This is an optimization exercise on Yosys and OpenROAD, whose aim is small area, a short achievable clock period and few clock cycles, not a production implementation.
In this exercise RTL edits were held to simulation tests only and were not proved equivalent to the original.

## flow/design.v (module list and top-level ports; edited modules follow where they fit)
// module ctc_tree_a: 1349 lines
// module ctc_tree_b: 1744 lines
// module calibrated_temperature_converter_core: 308 lines
module calibrated_temperature_converter_core #(
    parameter int TEMP_FRAC_BITS = 9
) (
    input  wire logic        i_clk,
    input  wire logic        i_rst_n,
    input  wire logic        i_in_valid,
    output logic             o_in_ready,
    input  wire logic [7:0]  i_in_raw_high,
    input  wire logic [7:0]  i_in_raw_low,
    input  wire logic        i_cfg_valid,
    output logic             o_cfg_ready,
    input  wire logic [1:0]  i_cfg_index,
    input  wire logic [63:0] i_cfg_data,
    output logic             o_out_valid,
    input  wire logic        i_out_ready,
    output logic signed [17:0] o_out_temperature,
    output logic             o_out_clipped,
    output logic             o_out_calib_fault
);
  // ...
==> flow/run.sh <==
#!/bin/bash
# synth_recipe.tcl (not shown) runs the flow's synth.tcl, then flattens the netlist and writes it again
# the make line also repeats each setting of config.mk as NAME=value (left out here)
make -C /OpenROAD-flow-scripts/flow DESIGN_CONFIG=/design/flow/config.mk WORK_HOME=/design/flow/orfs CLKGATE_MAP_FILE= SYNTH_SCRIPT=/design/flow/synth_recipe.tcl finish
==> flow/config.mk <==
export PLATFORM = sky130hd
export DESIGN_NAME = calibrated_temperature_converter_core
export DESIGN_NICKNAME = calibrated_temperature_converter_core
export VERILOG_FILES = /design/flow/design.v
export SDC_FILE = /design/flow/constraint.sdc
export NUM_CORES = 8
export LEC_CHECK = 0
export CAP_MARGIN = 35
export CORE_MARGIN = 2
export CORE_UTILIZATION = 40
export SETUP_SLACK_MARGIN = 5
export SLEW_MARGIN = 35
==> flow/constraint.sdc <==
create_clock -name core_clock -period 10.0 [get_ports {i_clk}]
set_input_delay 2.0000 -clock core_clock [delete_from_list [all_inputs] [get_ports {i_clk}]]
set_output_delay 2.0000 -clock core_clock [all_outputs]
set_load 0.01 [all_outputs]
==> out/summary.md, run 1 <==
The flow ran to the end and the layout has no timing, DRC or antenna violations. The fraction of final layout cells with drive strength greater than 1 works out to 7.08%. After floorplanning, the core was divided into 182 placement rows. Summing the areas of all xor and xnor instances in the mapped netlist gives 14.1% of the synthesized area. After layout, the inverter instance count without clock inverters stands at 1637.

After clock tree synthesis, the clock-pin slew on the worst setup and hold paths is 0.06 ns. The tools report the hold-critical path endpoint as r_sar[11]. Summing all multi-input logic gate instances after layout gives 69000 sq um. Buffers added to address setup during post-CTS repair amount to 26.

The wire length the detailed router placed on met1 is 140000 um. From synthesis to final layout, the design area changed by 9.66%. The buffer count excluding the clock tree in the final layout works out to 327. After synthesis, the cell types taking the most area are sky130_fd_sc_hd__fa_1 18%, sky130_fd_sc_hd__edfxtp_1 15%, sky130_fd_sc_hd__xnor2_1 9.5%. The number of clock-tree buffers in the layout is 134. For the minimum setup slack among reg-to-reg paths, the log shows 4.91 ns. The buffer cell driving the clock tree root was sky130_fd_sc_hd__clkbuf_16.

Placed cell count: 13600. The cell at the slowest stage of the critical path was sky130_fd_sc_hd__o21ai_1. After synthesis the netlist holds a flip-flop and latch count of 870.

Setup repair after global routing could not meet its margin everywhere.
Testbench counts, summed over its fixed seeds: cycles 3,392.
==> run 2: changes to the inputs <==
--- a/flow/config.mk
+++ b/flow/config.mk
@@ -8,5 +8,8 @@
 export CAP_MARGIN = 35
 export CORE_MARGIN = 2
-export CORE_UTILIZATION = 40
+export CORE_UTILIZATION = 70
+export CTS_CLUSTER_DIAMETER = 80
+export CTS_CLUSTER_SIZE = 30
+export PLACE_DENSITY = 0.85
 export SETUP_SLACK_MARGIN = 5
 export SLEW_MARGIN = 35
==> run 2 against run 1 <==
- core utilization grew 32 points
- still clean
- design area shrank 2.4%
- largest cell class unchanged
- clock-buffer cell count shrank 65
- synthesized cell count stayed put
==> out/summary.md, run 2 <==
The flow ran to the end and the layout has no timing, DRC or antenna violations. The pin count of the biggest net entering global routing is 153 (was 75), and the share of synthesized cell area in full adder, half adder and majority cells is 26.3% (unchanged). The complex-gate fraction of the synthesized area was 19.4% (unchanged). The family with the most delay on the worst path is compound AO/OA/AOI/OAI gates (unchanged). The buffer cell driving the clock tree root is sky130_fd_sc_hd__clkbuf_16 (unchanged).

The I/O pin count was 110 (unchanged); the maximum buffer depth of the clock tree was 3 (unchanged). The detailed placement HPWL is 235000 um (was 256000 um). The multiplexer fraction of the synthesized cell area is 0.451% (unchanged), and the fraction of final layout cells with drive strength greater than 1 is 6.60% (was 7.08%). The gate count after technology mapping was 10900 (unchanged).

The most area-hungry cell type in the Yosys netlist is sky130_fd_sc_hd__fa_1 (unchanged). The met2 wire length came out at 144000 um (was 157000 um). For the synthesized area, the log shows 98900 sq um (unchanged). The tools report the area of the placeable core as 140000 sq um (was 246000 sq um). TritonCTS built the clock tree. Category of the critical setup timing path: reg -> reg (unchanged). The run gives 0 (unchanged) as the residual overflow from global routing. Simple-gate portion of the synthesized area: 7.74% (unchanged). The slew of the pin with the lowest slew margin works out to 1.13 ns (was 1.09 ns).

The global router's overall resource usage came out at 45.2% (was 27.4%). The tools report the post-synthesis cell type count as 103 (unchanged). Xor and xnor fraction of the mapped netlist area: 14.1% (unchanged).

The tools report the critical register-to-register path endpoint as r_cc[14] (was r_cc[1]). Number of hold buffers added after CTS: 0 (unchanged). The initial antenna violation count is 29 (was 24), and the clock sink count is 870 (unchanged).

The final critical-path share of the clock period came out at 50.5% (was 50.9%). The clock period minus worst slack came out at 5.05 ns (was 5.09 ns). The top fanout value on the critical path was 10 (was 5); the sequential area share after synthesis was 22.7% (unchanged).

The mean routed wirelength per cell was 26.8 um (was 25.3 um). The number of rows in the core area came out at 137 (was 182). Top routing layer in use: met5 (unchanged). The buffers plus inverters on the worst setup path was 6 (was 4). The main flop type after synthesis is sky130_fd_sc_hd__edfxtp_1 (unchanged). The endpoint type of the worst setup path was a flop (unchanged).

The average instance area after synthesis was 9.03 sq um (unchanged); the count of TritonRoute iterations in the first routing pass was 12 (was 7). The logs give 198 MHz (was 196 MHz) for the fmax and 87500 (was 82900) for the number of global-route vias before repair. Wire length the detailed router placed on met1: 113000 um (was 140000 um). The later-pin clock latency in the skew report came out at 0.77 ns (was 0.81 ns). The nature of the critical path startpoint was a flop (unchanged).

The clock-pin slew reported for the worst setup and hold paths after clock tree synthesis was 0.11 ns (was 0.06 ns). For the sum of negative setup slack, the log shows 0 ns (unchanged). The number of synthesized flops with an enable pin was 497 (unchanged). The top register by number of flip-flops was r_sbs (unchanged). The total die area is 144000 sq um (was 251000 sq um), and the number of setup violations in the final report is 0 (unchanged). The type of the tightest min-delay check was reg -> reg (unchanged). The global placement routability congestion was 1.08 (was 0.940). The run gives 24.4% (was 27.2%) as the remaining max-slew budget at the tightest pin. The cell at the slowest stage of the critical path was sky130_fd_sc_hd__ha_2 (was sky130_fd_sc_hd__o21ai_1). The total count of max-transition violations in the final report is 0 (unchanged). Ranking of synthesized cells by area: sky130_fd_sc_hd__fa_1 18%, sky130_fd_sc_hd__edfxtp_1 15%, sky130_fd_sc_hd__xnor2_1 9.5% (unchanged). Most frequent cell after synthesis: sky130_fd_sc_hd__inv_1 (unchanged).

Number of H-tree levels: 2 (was 3). The cell depth of the worst hold path was 0 (unchanged). Setup repair after global routing could not meet its margin everywhere. The height of the chip works out to 380 um (was 501 um). The number of CTS-inserted buffers is 60 (was 105).

The tools report the launch instance of the worst register-to-register path as r_sbc[45] (was r_sbc[2]). The global-route wire length before repair was 506000 um (was 525000 um); the minimum setup slack among reg-to-reg paths was 4.95 ns (was 4.91 ns). The max-cap violation count is 0 (unchanged), and the proportion of netlist area held by the largest area contributor is 18.0% (unchanged). The synthesized flop and latch total was 870 (unchanged).

The layout overhead on the synthesized area is 7.01% (was 9.66%). The final wirelength is 335000 um (was 352000 um), and the amount of wire on met3 after detailed routing is 46100 um (was 32500 um). The run gives 12200 (about the same) as the count of nets after finishing.

The logs give 5.69 ns (was 5.84 ns) for the arrival time at the worst endpoint and 106000 sq um (was 108000 sq um) for the cell area after layout. The data required time at the worst endpoint was 10.64 ns (was 10.74 ns); the flip-flop count of the largest register, all copies and words added was 82 (unchanged). The number of cells on the worst reg-to-reg path is 21 (was 20). The run gives 101000 sq um (was 102000 sq um) as the instance area at placement. The die width is 380 um (was 501 um). Hold-critical path endpoint: r_sar[10] (was r_sar[11]).

The hold violation total from the final report is 0 (unchanged), and the detail-routed via count per cell is 6.87 (was 5.86). The commonest non-fill, non-tap cell in the layout was sky130_fd_sc_hd__inv_1 (unchanged). The startpoint of the worst hold path is r_s0r[10] (was r_s0r[11]).

Most numerous cell types in the synthesized netlist: 1633 x sky130_fd_sc_hd__inv_1, 1069 x sky130_fd_sc_hd__xnor2_1, 1022 x sky130_fd_sc_hd__a22oi_1 (unchanged). The main combinational cell family by area after synthesis is adder cells (unchanged). The detailed-route via count was 85800 (was 81500); the number of nets produced by synthesis was 12600 (unchanged). The tools report the fraction of the core area covered by cells at the end of the flow as 75.6% (was 44.1%).

For the DRC violation count after routing, the log shows 0 (unchanged). The residual antenna-violating net count after detailed routing came out at 0 (unchanged). The number of buffers inserted by port buffering was 108 (unchanged); the share of flip-flops with an asynchronous set or reset after synthesis was 0% (unchanged).

The final cell count without fillers is 12500 (was 13900). Top flop regs: r_sbs (82), r_sbc (81) (unchanged). The effective utilization at floorplan came out at 70.7% (was 40.2%). The worst-case clock skew is 0.0650 ns (was 0.0792 ns). Cell-by-cell trace of the critical path: inv_1, ha_2, nand2_2, o21ai_2, a21oi_4, buf_4, o41ai_4, o41ai_4, buf_6, o31ai_4, buf_12, a21boi_2, xor2_1, or3b_1, or4_1, a221o_1, o211ai_4, buf_8, nor2_1, buf_6, a221o_1 (was inv_2, ha_4, ha_4, a21oi_2, o211ai_2, o211a_4, o2111ai_4, buf_4, a211oi_4, o21ai_1, a21oi_1, or3_1, a21oi_1, nand4_1, a221o_2, a2111oi_4, buf_6, clkbuf_16, and2_2, a221o_1). The timing startpoint of the critical path was r_sbc[45] (was r_sbc[2]).

Most frequent cells in the layout: 1625 x sky130_fd_sc_hd__inv_1, 1049 x sky130_fd_sc_hd__xnor2_1, 1022 x sky130_fd_sc_hd__a22oi_1 (was 1626 x sky130_fd_sc_hd__inv_1, 1052 x sky130_fd_sc_hd__xnor2_1, 1021 x sky130_fd_sc_hd__a22oi_1). The tools report the placed cell count as 12300 (was 13600). The maximum cell stage delay along the critical path works out to 0.43 ns (was 0.53 ns). The yosys synthesis warning count is 1 (unchanged), and the starting DRC count in detailed routing is 12100 (was 8740).
## run 2: cell counts after synthesis
No cell type changed its count.
## run 2: layer usage
layer	track usage, %	vias to the layer above
li1	-	36100
met1	54.2	41000
met2	68.4	6613
met3	14.1	2059
met4	34.0	36
met5	0.529	-
## run 2: worst max path at each step
stage	endpoint	slack, ns	depth (start not counted)
3_5_place_dp	r_cc[10]	3.85	17
3_3_place_gp	r_cc[14]	4.08	17
2_1_floorplan	r_sac[0]	4.49	2
6_report	r_cc[14]	4.95	21
5_1_grt	r_cc[14]	4.89	21
4_1_cts	r_s1p[26]	4.97	26
## run 2: final cells by class
| type | instances | area (sq um) |
|---|---|---|
| Clock inverter | 45 | 783 |
| Antenna cell | 7 | 17.5 |
| Clock buffer | 69 | 1630 |
| Timing Repair Buffer | 340 | 3330 |
| Tap cell | 1876 | 2350 |
| Sequential cell | 870 | 22400 |
| Multi-Input combinational cell | 7643 | 69100 |
| Inverter | 1637 | 6160 |
| Fill cell | 9768 | 34100 |
## run 2: kinds of logic (layout without fill, tap and decap cells)
kind of cell	after synthesis	in the layout
compound gates	2803	2803
xor+xnor	1593	1593
fa+ha+maj	1543	1543
buf+inv	2439	2091
flops	870	870
mux	43	43
other cells	1	8
simple gates	1657	1660
## run 2: repair_timing
item | in CTS | in global routing
pin swaps | 24 | 75
resized for setup | 119 | 250
setup buffers | 25 | 51
endpoints found under the setup margin | 198 | 193
gates cloned | 10 | 3
## run 2: through the flow
step | worst slack (ns) | hold slack, ns
final | 4.95 | 0.430
after detailed placement | 3.85 | 0.405
after CTS | 4.97 | 0.429
after floorplan | 4.49 | 0.400
after global routing | 4.89 | 0.435
after global placement | 4.08 | 0.400
## run 2: worst reg2reg max path, stage by stage, from the launching register on
cell and delay, ns:
sky130_fd_sc_hd__edfxtp_1 0.36, sky130_fd_sc_hd__inv_1 0.05, sky130_fd_sc_hd__ha_2 0.43, sky130_fd_sc_hd__nand2_2 0.18
sky130_fd_sc_hd__o21ai_2 0.33, sky130_fd_sc_hd__a21oi_4 0.11, sky130_fd_sc_hd__buf_4 0.16, sky130_fd_sc_hd__o41ai_4 0.07
sky130_fd_sc_hd__o41ai_4 0.15, sky130_fd_sc_hd__buf_6 0.17, sky130_fd_sc_hd__o31ai_4 0.21, sky130_fd_sc_hd__buf_12 0.17
sky130_fd_sc_hd__a21boi_2 0.07, sky130_fd_sc_hd__xor2_1 0.15, sky130_fd_sc_hd__or3b_1 0.39, sky130_fd_sc_hd__or4_1 0.42
sky130_fd_sc_hd__a221o_1 0.41, sky130_fd_sc_hd__o211ai_4 0.23, sky130_fd_sc_hd__buf_8 0.20, sky130_fd_sc_hd__nor2_1 0.16
sky130_fd_sc_hd__buf_6 0.24, sky130_fd_sc_hd__a221o_1 0.28

==> separate check: timing with driven ports <==
The flow's constraints put no driver on any port. The routed layouts listed below were extracted and timed again, unchanged, in two steps.
Step 1 sets driving cells, clkbuf_16 on the clock port and buf_2 on the other inputs (assumed; they add their load-dependent delay and slew).
Step 2, shift: input delay + t, output delay - t, t = (earliest + latest rising clock arrival at the registers) / 2. This alone moves slack from input paths to output paths.
a / b / c = no drivers / after step 1 / after step 2; a / b = the first two.
run | t, ns | setup slack, ns | worst setup path at the end
run 1 | 0.861 | 4.908 / 4.908 / 4.686 | input to register
run 2 | 0.829 | 4.948 / 4.948 / 4.389 | input to register
After both steps setup and hold are still met in every run listed. The setup slack of run 2, which loses most, moves by 0.000 ns with the drivers and by -0.559 ns with both steps.
